This is an optimization exercise on Yosys and OpenROAD, whose aim is small area and a short achievable clock period, not a production implementation.
Only simulation tests tie the RTL to the original design; equivalence was not proved.

File: config.mk
export PLATFORM = sky130hd
export DESIGN_NAME = iir_filter
export DESIGN_NICKNAME = iir_filter
export VERILOG_FILES = /design/flow/design.v
export SDC_FILE = /design/flow/constraint.sdc
export NUM_CORES = 4
export LEC_CHECK = 0
export CAP_MARGIN = 20
export CORE_MARGIN = 2
export CORE_UTILIZATION = 40
export SLEW_MARGIN = 20
File: run.sh
#!/bin/bash
# synth_recipe.tcl (not shown) runs the flow's synth.tcl, then flattens the netlist and writes it again
# the make line also repeats each setting of config.mk as NAME=value (left out here)
make -C /OpenROAD-flow-scripts/flow DESIGN_CONFIG=/design/flow/config.mk WORK_HOME=/design/flow/orfs CLKGATE_MAP_FILE= SYNTH_SCRIPT=/design/flow/synth_recipe.tcl finish
File: constraint.sdc
create_clock -name core_clock -period 20.0 [get_ports {clk}]
set_input_delay 4.0000 -clock core_clock [delete_from_list [all_inputs] [get_ports {clk}]]
set_output_delay 4.0000 -clock core_clock [all_outputs]
set_load 0.01 [all_outputs]
File: design.v
module sample_strobe (
  input  logic clk,
  input  logic nrst,
  input  logic hold,
  output logic strobe
);
  localparam int CNT_W = $clog2(16);
  localparam logic [CNT_W-1:0] CNT_LAST = CNT_W'(16 - 1);
  logic [CNT_W-1:0] cnt;
  always_ff @(posedge clk or negedge nrst) begin
    if (!nrst) begin
      cnt    <= '0;
      strobe <= 1'b0;
    end else begin
      strobe <= 1'b0;
      if (!hold) begin
        if (cnt == CNT_LAST) begin
          cnt    <= '0;
          strobe <= 1'b1;
        end else begin
          cnt <= cnt + 1'b1;
        end
      end
    end
  end
endmodule
module section_sequencer (
  input  logic       clk,
  input  logic       nrst,
  input  logic       strobe,
  input  logic       stall,
  output logic       running,
  output logic       phase,
  output logic [1:0] idx
);
  always_ff @(posedge clk or negedge nrst) begin
    if (!nrst) begin
      idx   <= 2'd3;
      phase <= 1'b0;
    end else if (strobe) begin
      idx   <= 2'd0;
      phase <= 1'b0;
    end else if (running && !stall) begin
      phase <= ~phase;
      if (phase) begin
        idx <= idx + 2'd1;
      end
    end
  end
  assign running = (idx != 2'd3);
endmodule
module biquad_section (
  input  logic signed [15:0] a,
  input  logic signed [31:0] b,
  output logic signed [47:0] p
);
  assign p = a * b;
endmodule
module iir_filter (
  input  logic                          clk,
  input  logic                          nrst,
  input  logic                          coef_we,
  input  logic [4-1:0]        coef_addr,
  input  logic signed [16-1:0] coef_data,
  input  logic signed [16-1:0]   din,
  output logic signed [21-1:0]  dout
);
  logic        strobe;
  logic        running;
  logic        phase;
  logic [1:0]  idx;
  logic [2:0][15:0] gain, b1, a1, a2;
  logic [2:0][31:0] w1, w2;
  logic [2:0][33:0] p1, p2;
  logic signed [31:0] w_q;
  logic signed [23:0] cur;
  logic [2:0]  rr;
  sample_strobe u_strobe (
    .clk    (clk),
    .nrst   (nrst),
    .hold   (coef_we),
    .strobe (strobe)
  );
  section_sequencer u_seq (
    .clk     (clk),
    .nrst    (nrst),
    .strobe  (strobe),
    .stall   (coef_we),
    .running (running),
    .phase   (phase),
    .idx     (idx)
  );
  logic       free;
  logic [1:0] ws;
  logic       wr_p;
  logic [1:0] rs;
  assign free = !coef_we && !running;
  assign ws   = coef_addr[3:2];
  assign wr_p = coef_we && (ws != 2'd3) && coef_addr[1];
  assign rs   = rr[2:1];
  logic signed [15:0] m_a;
  logic signed [31:0] m_b;
  logic signed [47:0] m_p;
  always_comb begin
    if (coef_we) begin
      m_a = coef_data;
      m_b = coef_addr[0] ? w2[ws] : w1[ws];
    end else if (running) begin
      m_a = phase ? b1[idx] : gain[idx];
      m_b = phase ? w1[idx] : {{8{cur[23]}}, cur};
    end else begin
      m_a = rr[0] ? a2[rs] : a1[rs];
      m_b = rr[0] ? w2[rs] : w1[rs];
    end
  end
  biquad_section u_mul (
    .a (m_a),
    .b (m_b),
    .p (m_p)
  );
  logic signed [33:0] m_tr;
  logic signed [32:0] g_rnd;
  logic signed [23:0] x;
  logic signed [35:0] w_sum;
  logic signed [31:0] w_new;
  logic signed [35:0] y_sum;
  logic signed [23:0] y;
  logic signed [20:0] y_out;
  assign m_tr  = m_p[47:14];
  assign g_rnd = (m_p + 48'sd16384) >>> 15;
  always_comb begin
    if (g_rnd > 33'sd8388607)       x = 24'sh7FFFFF;
    else if (g_rnd < -33'sd8388608) x = 24'sh800000;
    else                            x = g_rnd[23:0];
  end
  logic signed [33:0] p1_s, p2_s;
  logic signed [31:0] w2_s;
  assign p1_s  = p1[idx];
  assign p2_s  = p2[idx];
  assign w2_s  = w2[idx];
  assign w_sum = x - p1_s - p2_s;
  always_comb begin
    if (w_sum > 36'sd2147483647)       w_new = 32'sh7FFFFFFF;
    else if (w_sum < -36'sd2147483648) w_new = 32'sh80000000;
    else                               w_new = w_sum[31:0];
  end
  assign y_sum = w_q + m_tr + w2_s;
  always_comb begin
    if (y_sum > 36'sd8388607)       y = 24'sh7FFFFF;
    else if (y_sum < -36'sd8388608) y = 24'sh800000;
    else                            y = y_sum[23:0];
  end
  always_comb begin
    if (y > 24'sd1048575)       y_out = 21'sh0FFFFF;
    else if (y < -24'sd1048576) y_out = 21'sh100000;
    else                        y_out = y[20:0];
  end
  always_ff @(posedge clk or negedge nrst) begin
    if (!nrst) begin
      gain <= '0;
      b1   <= '0;
      a1   <= '0;
      a2   <= '0;
    end else if (coef_we) begin
      case (coef_addr)
        4'd0:  gain[0] <= coef_data;
        4'd1:  b1[0]   <= coef_data;
        4'd2:  a1[0]   <= coef_data;
        4'd3:  a2[0]   <= coef_data;
        4'd4:  gain[1] <= coef_data;
        4'd5:  b1[1]   <= coef_data;
        4'd6:  a1[1]   <= coef_data;
        4'd7:  a2[1]   <= coef_data;
        4'd8:  gain[2] <= coef_data;
        4'd9:  b1[2]   <= coef_data;
        4'd10: a1[2]   <= coef_data;
        4'd11: a2[2]   <= coef_data;
        default: ;
      endcase
    end
  end
  logic ld;
  assign ld = running && !coef_we && phase;
  always_ff @(posedge clk or negedge nrst) begin
    if (!nrst) begin
      w1   <= '0;
      w2   <= '0;
      dout <= '0;
    end else if (ld) begin
      w1[idx] <= w_q;
      w2[idx] <= w1[idx];
      if (idx == 2'd2) dout <= y_out;
    end
  end
  always_ff @(posedge clk or negedge nrst) begin
    if (!nrst) begin
      rr <= '0;
    end else if (free) begin
      rr <= (rr == 3'd5) ? 3'd0 : rr + 3'd1;
    end
  end
  always_ff @(posedge clk) begin
    if (wr_p) begin
      if (coef_addr[0]) p2[ws] <= m_tr;
      else              p1[ws] <= m_tr;
    end else if (free) begin
      if (rr[0]) p2[rs] <= m_tr;
      else       p1[rs] <= m_tr;
    end
  end
  always_ff @(posedge clk) begin
    if (strobe) begin
      cur <= {{3{din[15]}}, din, 5'd0};
    end else if (ld) begin
      cur <= y;
    end
  end
  always_ff @(posedge clk) begin
    if (running && !coef_we && !phase) begin
      w_q <= w_new;
    end
  end
endmodule
==> flow_metrics.tcl <==
set metrics [dict create \
    htreeDepth 3 \
    layout_min_cycle_time_ps 18960 \
    holdBufCountCts 0 \
    final_common_cell "inv_1" \
    grt_max_degree 117 \
    numClockSinks 676 \
    synth-compound-area-share_pct 18.06 \
    crit_top_cell "fa_1" \
    cp-start-kind "primary input" \
    cts_buffer_depth 3 \
    async_flop_share_pct 61.54 \
    slew_headroom_pct 14.90 \
    cts_tree "built" \
    status "complete, no violations" \
    whs_ps 476.7 \
    fillers 15360 \
    cp.required_ps 20540 \
    insertion_delay_ps 750 \
    ios 60 \
    die_h_um 404.3 \
    grt_pass1_wl_um 357200 \
    drtAntennaViolNets 0 \
    numCtsBuffers 82 \
    synth.top_cell.area_share_pct 17.31 \
    syn_avg_cell_area_um2 9.453 \
    routed_wl_um 237600 \
    synth-main-ff-cell "dfrtp_1" \
    hpwlAfterDp_um 175300 \
    grt_pass1_vias 53760 \
    synth-adder-area-share_pct 21.17 \
    track_usage_pct 29.11 \
    place.port_buffers 59 \
    setup_violations 0 \
    synth_xor_area_share_pct 1.622 \
    slowest_stage "o41ai_1" \
    worstMarginPinSlew_ps 1270 \
    crit_type "in -> reg" \
    critPathBufInv 6 \
    row_count 146 \
    dieWidth_um 404.3 \
    num-nets-final 7469 \
    synth_area_um2 64080 \
    ys_ff_latch 676 \
    yosys_warnings 3 \
    overflow 0 \
    finalNonFillerCells 8813 \
    crit_family "compound AO/OA/AOI/OAI gates" \
    rsz0062_at_grt "no" \
    syn_to_final_growth_pct 9.165 \
    start_util_pct 40.37 \
    drtPass1Iterations 6 \
    post-cts-setup-buffer-count 0 \
    syn-instance-count 6779 \
    arrival_ps 19500 \
    final_cell_mix "inv_1 (774), nor2_1 (728), nand2_1 (557)" \
    fin_ws_ps 1041 \
    path_clk_slew_ps 60 \
    setup_tns_ps 0 \
    vias 53390 \
    cap_violations 0 \
    hold_class "reg -> reg" \
    drc_errors 0 \
    ys_types 108 \
    synthTopCellsByArea "fa_1 (17%), dfrtp_1 (16%), edfxtp_1 (12%), inv_1 (4.5%), nor2_1 (4.3%)" \
    drt_iter0_markers 5864 \
    post_drt_wl_per_cell_um 26.97 \
    synth_edf_count 255 \
    drive_gt1_share_pct 12.48 \
    end_kind "flip-flop" \
    die-area_um2 163400 \
    period_share_pct 94.79 \
    synth_top_family_by_area "adder cells" \
    area.sequential_um2 18190 \
    multi_input_area_um2 41400 \
    synthMuxAreaShare_pct 11.56 \
    slew_violations 0 \
    place_congestion 1.005 \
    max_stage_delay_ps 880 \
    synth_fp_nets 7570 \
    max_freq_mhz 52.75 \
    yosys.area_share.simple_pct 11.90 \
    yosysSeqAreaShare_pct 28.35 \
    viasPerCell 6.058 \
    hold_viol_final 0 \
    yosysTopAreaCell "fa_1" \
    path_max_fanout 31 \
    cts_root_buf "clkbuf_16" \
    fin_skew_ps 96.73 \
    dp_slack_ps 305.4 \
    coreArea_um2 158700 \
    antenna_found_initial 5 \
    postLayoutCoreUtil_pct 44.07 \
    post-place-cells 8663 \
]
[final timing paths]
check / start / endpoint / slack [ps] / cells past startpoint
max: coef_addr[0] / w_q[0] / 1040 / 52
max in group asynchronous: nrst / b1[35] / 14380 / 3
min: u_strobe.cnt[2] / u_strobe.cnt[2] / 480 / 1
min in group asynchronous: nrst / dout[0] / 3350 / 1
min reg2reg: u_strobe.cnt[2] / u_strobe.cnt[2] / 480 / 1
max reg2reg: u_seq.idx[0] / w_q[0] / 2760 / 55
[per-layer routing]
metal | GRT usage, % | wire, um | up-vias
li1 | - | - | 23160
met1 | 38.47 | 95590 | 27070
met2 | 45.01 | 106500 | 2593
met3 | 6.355 | 22040 | 566
met4 | 14.63 | 13490 | 6
met5 | 0.02974 | 46 | -
[flip-flops by register name, summed over array words and instances, names as in the netlist]
register and cells:
a1 48, a2 48, b1 48, cur 24
dout 21, gain 48, p1 102, p2 102
rr 3, u_seq.idx 2, u_seq.phase 1, u_strobe.cnt 4
u_strobe.strobe 1, w1 96, w2 96, w_q 32
[area by class of cell]
class	count	share of cell area (%)
Inverter	783	4.201
Antenna cell	2	0.007154
Clock inverter	31	0.5777
Multi-Input combinational cell	4879	59.18
Sequential cell	676	26.00
Clock buffer	114	3.235
Timing Repair Buffer	256	3.094
Tap cell	2072	3.706
[cells in the mapped netlist (all sizes together) (215+ instances only)]
master  instances
edfxtp        255
nand2         564
dfrtp         414
clkbuf        348
o21ai         338
inv           776
nor2          734
mux2i         275
fa            554
mux2          215
a21oi         479
a22o          245
[cell families after synthesis]
kind of cell               count (synthesis)
AOI/OAI and AO/OA                       1683
xor gates and xnor gates                 117
adders and majority gates                752
buffers and inverters                   1224
DFF                                      676
muxes                                    589
and+or+nand+nor                         1738
[per-stage QoR]
stage	cell area [um2]
2_1_floorplan	64080
3_3_place_gp	67220
3_5_place_dp	67220
4_1_cts	69890
5_1_grt	69950
6_report	69960
[timing repair]
item,4_1_cts,5_1_grt
resized for setup,0,1
hold endpoints to repair,0,0
endpoints found under the setup margin,0,31

what the ideal ports hide:
Ports are ideal in the flow. The routed layout listed here was re-timed in OpenROAD. Step 1 assumes that a clkbuf_16 drives the clock port and a buf_2 every other input. Step 2 times the ports against the registers' clock, not the clock port: input delays grow and output delays shrink by t, the midpoint of the rising clock arrivals with the driver on. a / b / c = no drivers / after step 1 / after step 2; a / b = the first two.
t (ns): 0.787
setup WS [ns]: 1.041 / 0.972 / 0.185
worst hold slack (ns): 0.477 / 0.477 / 0.477
pins driven straight from the clock port: 1
After both steps this run still meets setup and hold. The setup slack of this run moves by -0.069 ns with the drivers and by -0.856 ns with both steps.
